This is an optimization exercise on Yosys and OpenROAD, whose aim is small area, not a production implementation. RTL that was checked went through simulation tests only; none was proved equivalent to the original. Power figures rest on the tool's default switching activity, not on a simulated workload. No driver is modelled on the clock port, so clocking that relies on it looks cheaper here than on a real chip.

## serial_parallel_converter
module serial_parallel_converter #(
    parameter int unsigned parallelWidth = 512,
    parameter int unsigned serialWidth   = 8
) (
    input  logic                                              clk,
    input  logic                                              rst,
    input  logic [serialWidth-1:0]                            inData,
    input  logic                                              inDataPresent,
    input  logic                                              inDataStartOfFrame,
    input  logic                                              inDataEndOfFrame,
    input  logic                                              inDataError,
    output logic [parallelWidth-1:0]                          outData,
    output logic                                              outValid,
    input  logic                                              outReady,
    output logic                                              outStartOfFrame,
    output logic                                              outEndOfFrame,
    output logic                                              outError,
    output logic [$clog2(parallelWidth/serialWidth):0]        outBytes,
    output logic                                              overflow
);
    localparam int unsigned N  = parallelWidth / serialWidth;
    localparam int unsigned LW = $clog2(N);
  ...
For scale: about 2500 cells after synthesis, about 1000 flip-flops, roughly 540 I/O pins.
==> flow/config.mk <==
export PLATFORM = sky130hd
export DESIGN_NAME = serial_parallel_converter
export DESIGN_NICKNAME = serial_parallel_converter
export VERILOG_FILES = /design/flow/design.v
export SDC_FILE = /design/flow/constraint.sdc
export NUM_CORES = 4
export LEC_CHECK = 0
export CAP_MARGIN = 20
export CORE_MARGIN = 2
export CORE_UTILIZATION = 55
export SLEW_MARGIN = 20
export SYNTH_HIERARCHICAL = 1
==> flow/constraint.sdc <==
create_clock -name core_clock -period 4.0 [get_ports {clk}]
set_input_delay 0.8000 -clock core_clock [delete_from_list [all_inputs] [get_ports {clk}]]
set_output_delay 0.8000 -clock core_clock [all_outputs]
set_load 0.01 [all_outputs]
standard.sh (not shown) runs the stock make flow with config.mk's settings and CLKGATE_MAP_FILE= SYNTH_SCRIPT=/design/flow/synth_recipe.tcl, a recipe that flattens the netlist after the stock synthesis.
==> flow/flow/run.sh <==
#!/bin/bash
# Standard ORFS layout with two changes: the port buffers are the smallest buffer
# (buf_1) and the clock tree uses the buffers and clustering given below, without dummy loads.
set -euo pipefail
export BUFFER_PORTS_ARGS="-buffer_cell sky130_fd_sc_hd__buf_1"
export CTS_ARGS="-sink_clustering_enable -repair_clock_nets -dont_use_dummy_load -buf_list sky130_fd_sc_hd__clkbuf_8 -sink_clustering_size 18 -sink_clustering_max_diameter 60"
bash standard.sh > make_finish.log 2>&1
Next try:
==> flow/flow/run.sh (replaced) <==
#!/bin/bash
# Standard ORFS layout with two changes: the port buffers are the smallest buffer
# (buf_1) and the clock tree uses the buffers and clustering given below, without dummy loads.
set -euo pipefail
export BUFFER_PORTS_ARGS="-buffer_cell sky130_fd_sc_hd__buf_1"
export CTS_ARGS="-sink_clustering_enable -repair_clock_nets -dont_use_dummy_load -buf_list sky130_fd_sc_hd__clkbuf_16 -sink_clustering_size 32 -sink_clustering_max_diameter 70"
bash standard.sh > make_finish.log 2>&1
CORE_UTILIZATION = 70   (was 55)
What happened:
- power grows slightly
- core utilization grows by 16 points
- clock power grows by a few percent
- sequential power stays flat
- first-iteration DRC count grows by a quarter to a third
- cell area shrinks slightly
- routed wire length shrinks by a few percent
Next try:
==> flow/flow/run.sh (replaced) <==
#!/bin/bash
# Standard ORFS layout with two changes: the port buffers are the smallest buffer
# (buf_1) and the clock tree uses the buffers and clustering given below, without dummy loads.
set -euo pipefail
export BUFFER_PORTS_ARGS="-buffer_cell sky130_fd_sc_hd__buf_1"
export CTS_ARGS="-sink_clustering_enable -repair_clock_nets -dont_use_dummy_load -buf_list sky130_fd_sc_hd__clkbuf_16 -sink_clustering_size 25 -sink_clustering_max_diameter 80"
bash standard.sh > make_finish.log 2>&1
CORE_UTILIZATION = 55   (was 70)
What happened: Sequential share of layout area is lower by 0.68 points. Die area is higher by 27%. Total power is higher by 2.8%.
Next try:
==> flow/flow/run.sh (replaced) <==
#!/bin/bash
# Standard ORFS layout with two changes: the port buffers are the smallest buffer
# (buf_1) and the clock tree uses the buffers and clustering given below, without dummy loads.
set -euo pipefail
export BUFFER_PORTS_ARGS="-buffer_cell sky130_fd_sc_hd__buf_1"
export CTS_ARGS="-sink_clustering_enable -repair_clock_nets -dont_use_dummy_load -buf_list sky130_fd_sc_hd__clkbuf_8 -sink_clustering_size 16 -sink_clustering_max_diameter 60"
bash standard.sh > make_finish.log 2>&1
CORE_UTILIZATION = 70   (was 55)
What happened: The new run finished with timing, DRC and antenna clean; hold slack loses 50 ps; wire length came out lower by 5.0%; cell count came out lower by 3.9%; clock skew came out lower by 16 ps; critical path depth came out higher by 2; clock-buffer cell count came out higher by 27; design area came out lower by 1.1%.

Setup of before:
The RTL this note starts from:
==> flow/design.v <==
module serial_parallel_converter #(
    parameter int unsigned parallelWidth = 512,
    parameter int unsigned serialWidth   = 8
) (
    input  logic                                              clk,
    input  logic                                              rst,
    input  logic [serialWidth-1:0]                            inData,
    input  logic                                              inDataPresent,
    input  logic                                              inDataStartOfFrame,
    input  logic                                              inDataEndOfFrame,
    input  logic                                              inDataError,
    output logic [parallelWidth-1:0]                          outData,
    output logic                                              outValid,
    input  logic                                              outReady,
    output logic                                              outStartOfFrame,
    output logic                                              outEndOfFrame,
    output logic                                              outError,
    output logic [$clog2(parallelWidth/serialWidth):0]        outBytes,
    output logic                                              overflow
);
    localparam int unsigned N  = parallelWidth / serialWidth;
    localparam int unsigned LW = $clog2(N);
    localparam int unsigned CW = LW + 1;
    localparam int unsigned SW = serialWidth;
    logic [LW-1:0] cnt_q;       
    logic          fill_q;      
    logic          err_q;
    logic          wsof_q;
    logic          clr_q;       
    logic          ovn_q;       
    logic          hold_c, slot_c, accept_c, partial_c, complete_c, cnt_zero_c, last_c;
    logic          load_c, load_word_c, drop_c, wr_c, wr0_c, load_d_c;
    logic [LW-1:0] lane_c;
    logic [CW-1:0] new_cnt_c;
    logic          new_err_c, new_sof_c;
    logic [N-1:0]  wr_k_c, keep_k_c;
    assign cnt_zero_c = (cnt_q == '0);
    assign accept_c   = inDataPresent && (inDataStartOfFrame || fill_q);
    assign partial_c  = inDataPresent && inDataStartOfFrame && !cnt_zero_c;
    assign lane_c     = inDataStartOfFrame ? '0 : cnt_q;
    assign last_c     = (lane_c == LW'(N - 1));
    assign new_cnt_c  = {1'b0, lane_c} + CW'(1);
    assign complete_c = accept_c && (last_c || inDataEndOfFrame);
    assign new_err_c  = inDataStartOfFrame ? inDataError : (err_q || inDataError);
    assign new_sof_c  = inDataStartOfFrame || wsof_q;
    assign hold_c      = outValid && !outReady;
    assign slot_c      = !hold_c;
    assign load_word_c = complete_c && slot_c && !partial_c;
    assign load_c      = (partial_c && slot_c) || load_word_c;
    assign drop_c      = (partial_c && !slot_c) || (complete_c && !load_word_c);
    assign load_d_c    = ovn_q || outReady;
    assign wr_c  = accept_c && !inDataStartOfFrame;
    assign wr0_c = accept_c && (inDataStartOfFrame || cnt_zero_c);
    always_comb begin
        for (int k = 0; k < int'(N); k++) begin
            wr_k_c[k]   = wr_c && (cnt_q == LW'(k));
            keep_k_c[k] = !(clr_q || wr_k_c[k]);
        end
    end
    logic [parallelWidth-1:0] lanes_q;    
    genvar g;
    generate
        for (g = 1; g < int'(N) - 1; g++) begin : g_lane
            s2p_lane #(.W(SW)) u_lane (
                .clk  (clk),
                .wr   (wr_k_c[g]),
                .keep (keep_k_c[g]),
                .bus  (inData),
                .hold (hold_c),
                .load (load_d_c),
                .q    (lanes_q[g*SW +: SW])
            );
        end
    endgenerate
    assign lanes_q[SW-1:0]               = '0;
    assign lanes_q[parallelWidth-1 -: SW] = '0;
    logic [SW-1:0] acc0_q, nxt0_c, out0_q;
    logic [SW-1:0] outl_q;
    logic          wrl_c;
    assign nxt0_c = wr0_c ? inData : acc0_q;
    assign wrl_c  = wr_k_c[N-1] && load_d_c;
    assign outData = {outl_q, lanes_q[parallelWidth-SW-1:SW], out0_q};
    always_ff @(posedge clk) begin
        acc0_q <= nxt0_c;
        outl_q <= (outl_q & {SW{hold_c}}) | (inData & {SW{wrl_c}});
        if (!hold_c) begin
            out0_q <= partial_c ? acc0_q : nxt0_c;
            if (partial_c) begin
                outBytes        <= {1'b0, cnt_q};
                outStartOfFrame <= wsof_q;
                outEndOfFrame   <= 1'b1;
                outError        <= 1'b1;
            end else begin
                outBytes        <= new_cnt_c;
                outStartOfFrame <= new_sof_c;
                outEndOfFrame   <= inDataEndOfFrame;
                outError        <= new_err_c;
            end
        end
    end
    always_ff @(posedge clk) begin
        if (rst) begin
            fill_q   <= 1'b0;
            cnt_q    <= '0;
            clr_q    <= 1'b1;
            outValid <= 1'b0;
            ovn_q    <= 1'b1;
            overflow <= 1'b0;
        end else begin
            outValid <= hold_c || load_c;
            ovn_q    <= !(hold_c || load_c);
            overflow <= overflow || drop_c;
            clr_q    <= partial_c || complete_c;
            if (accept_c) begin
                if (complete_c) begin
                    cnt_q  <= '0;
                    fill_q <= inDataEndOfFrame ? 1'b0 : (slot_c && !partial_c);
                end else begin
                    cnt_q  <= new_cnt_c[LW-1:0];
                    fill_q <= 1'b1;
                end
            end
        end
    end
    always_ff @(posedge clk) begin
        if (accept_c) begin
            err_q  <= new_err_c;
            wsof_q <= complete_c ? 1'b0 : new_sof_c;
        end
    end
endmodule
module s2p_lane #(
    parameter int unsigned W = 8
) (
    input  logic         clk,
    input  logic         wr,
    input  logic         keep,
    input  logic [W-1:0] bus,
    input  logic         hold,
    input  logic         load,
    output logic [W-1:0] q
);
    logic [W-1:0] acc_q, nxt_c;
    assign nxt_c = (acc_q & {W{keep}}) | (bus & {W{wr}});
    always_ff @(posedge clk) begin
        acc_q <= nxt_c;
        q     <= (q & {W{hold}}) | (nxt_c & {W{load}});
    end
endmodule
clock: 4.0 ns
lec_check: 0
cap_margin: 20
core_margin: 2
core_utilization: 40
slew_margin: 20
synth_hierarchical: 1
==> flow/flow/run.sh <==
#!/bin/bash
# Standard ORFS layout with two changes: the port buffers are the smallest buffer
# (buf_1) and the clock tree uses the buffers and clustering given below, without dummy loads.
set -euo pipefail
export BUFFER_PORTS_ARGS="-buffer_cell sky130_fd_sc_hd__buf_1"
export CTS_ARGS="-sink_clustering_enable -repair_clock_nets -dont_use_dummy_load -buf_list sky130_fd_sc_hd__clkbuf_16 -sink_clustering_size 25 -sink_clustering_max_diameter 80"
bash standard.sh > make_finish.log 2>&1
#### Input delta (after over before)
Settings: CAP_MARGIN changed from 20 to 5; SLEW_MARGIN changed from 20 to 5.
Notes after the runs:
after | stages: all done | timing, DRC, antenna: all pass. Reported for before and after, setup slack turned out identical to the last digit. Looking at before and after, the routed wire length is a wash. Comparing before against after, there is no change at all in final-stage net count. Between before and after, the wire length on met2 does not differ in any meaningful way. On total of fill cells in the finished design, before and after are neck and neck. Initial antenna violation count: before vs after identical. As far as measured slew at the worst slew-check pin goes, before and after are indistinguishable; the numbers are identical. before and after ended up with nearly the same required time at the endpoint of the critical path.
No run of this note included a check of the RTL's function; only the layout flow was run.

[static timing again, ports no longer ideal]
The results above use ideal ports. As a check the final layouts listed here were re-extracted and re-timed, cells and wires unchanged. Step 1, drivers: a clkbuf_16 drives clk and a buf_2 each remaining input, both assumed. Step 2 moves the port delays by t, midway between the first and last clock arrival at a register: inputs arrive t later, outputs are due t later. That takes back most of the time a late clock gives input paths. Slacks: no drivers / after step 1 / after step 2; pairs: no drivers / after step 1.
| run | t, ns | setup WS [ns] | worst setup path at the end | latest minus earliest clock arrival (ns) | cell pins on the clock port's net |
|---|---|---|---|---|---|
| the first run of note 1 | 0.729 | 1.339 / 1.339 / 0.770 | input to register | 0.053 / 0.054 | 1 |
| the second run of note 1 | 0.661 | 1.201 / 1.218 / 0.557 | input to register | 0.061 / 0.061 | 1 |
| the third run of note 1 | 0.661 | 1.314 / 1.314 / 0.839 | input to register | 0.051 / 0.052 | 1 |
| the fourth run of note 1 | 0.728 | 1.274 / 1.288 / 0.559 | input to register | 0.034 / 0.035 | 1 |
| before | 0.658 | 1.012 / 1.012 / 0.434 | input to register | 0.050 / 0.050 | 1 |
| after | 0.658 | 1.012 / 1.012 / 0.434 | input to register | 0.050 / 0.050 | 1 |
After both steps every run listed still meets setup and hold. The setup slack of the fourth run of note 1, which loses most, moves by +0.014 ns with the drivers and by -0.715 ns with both steps.
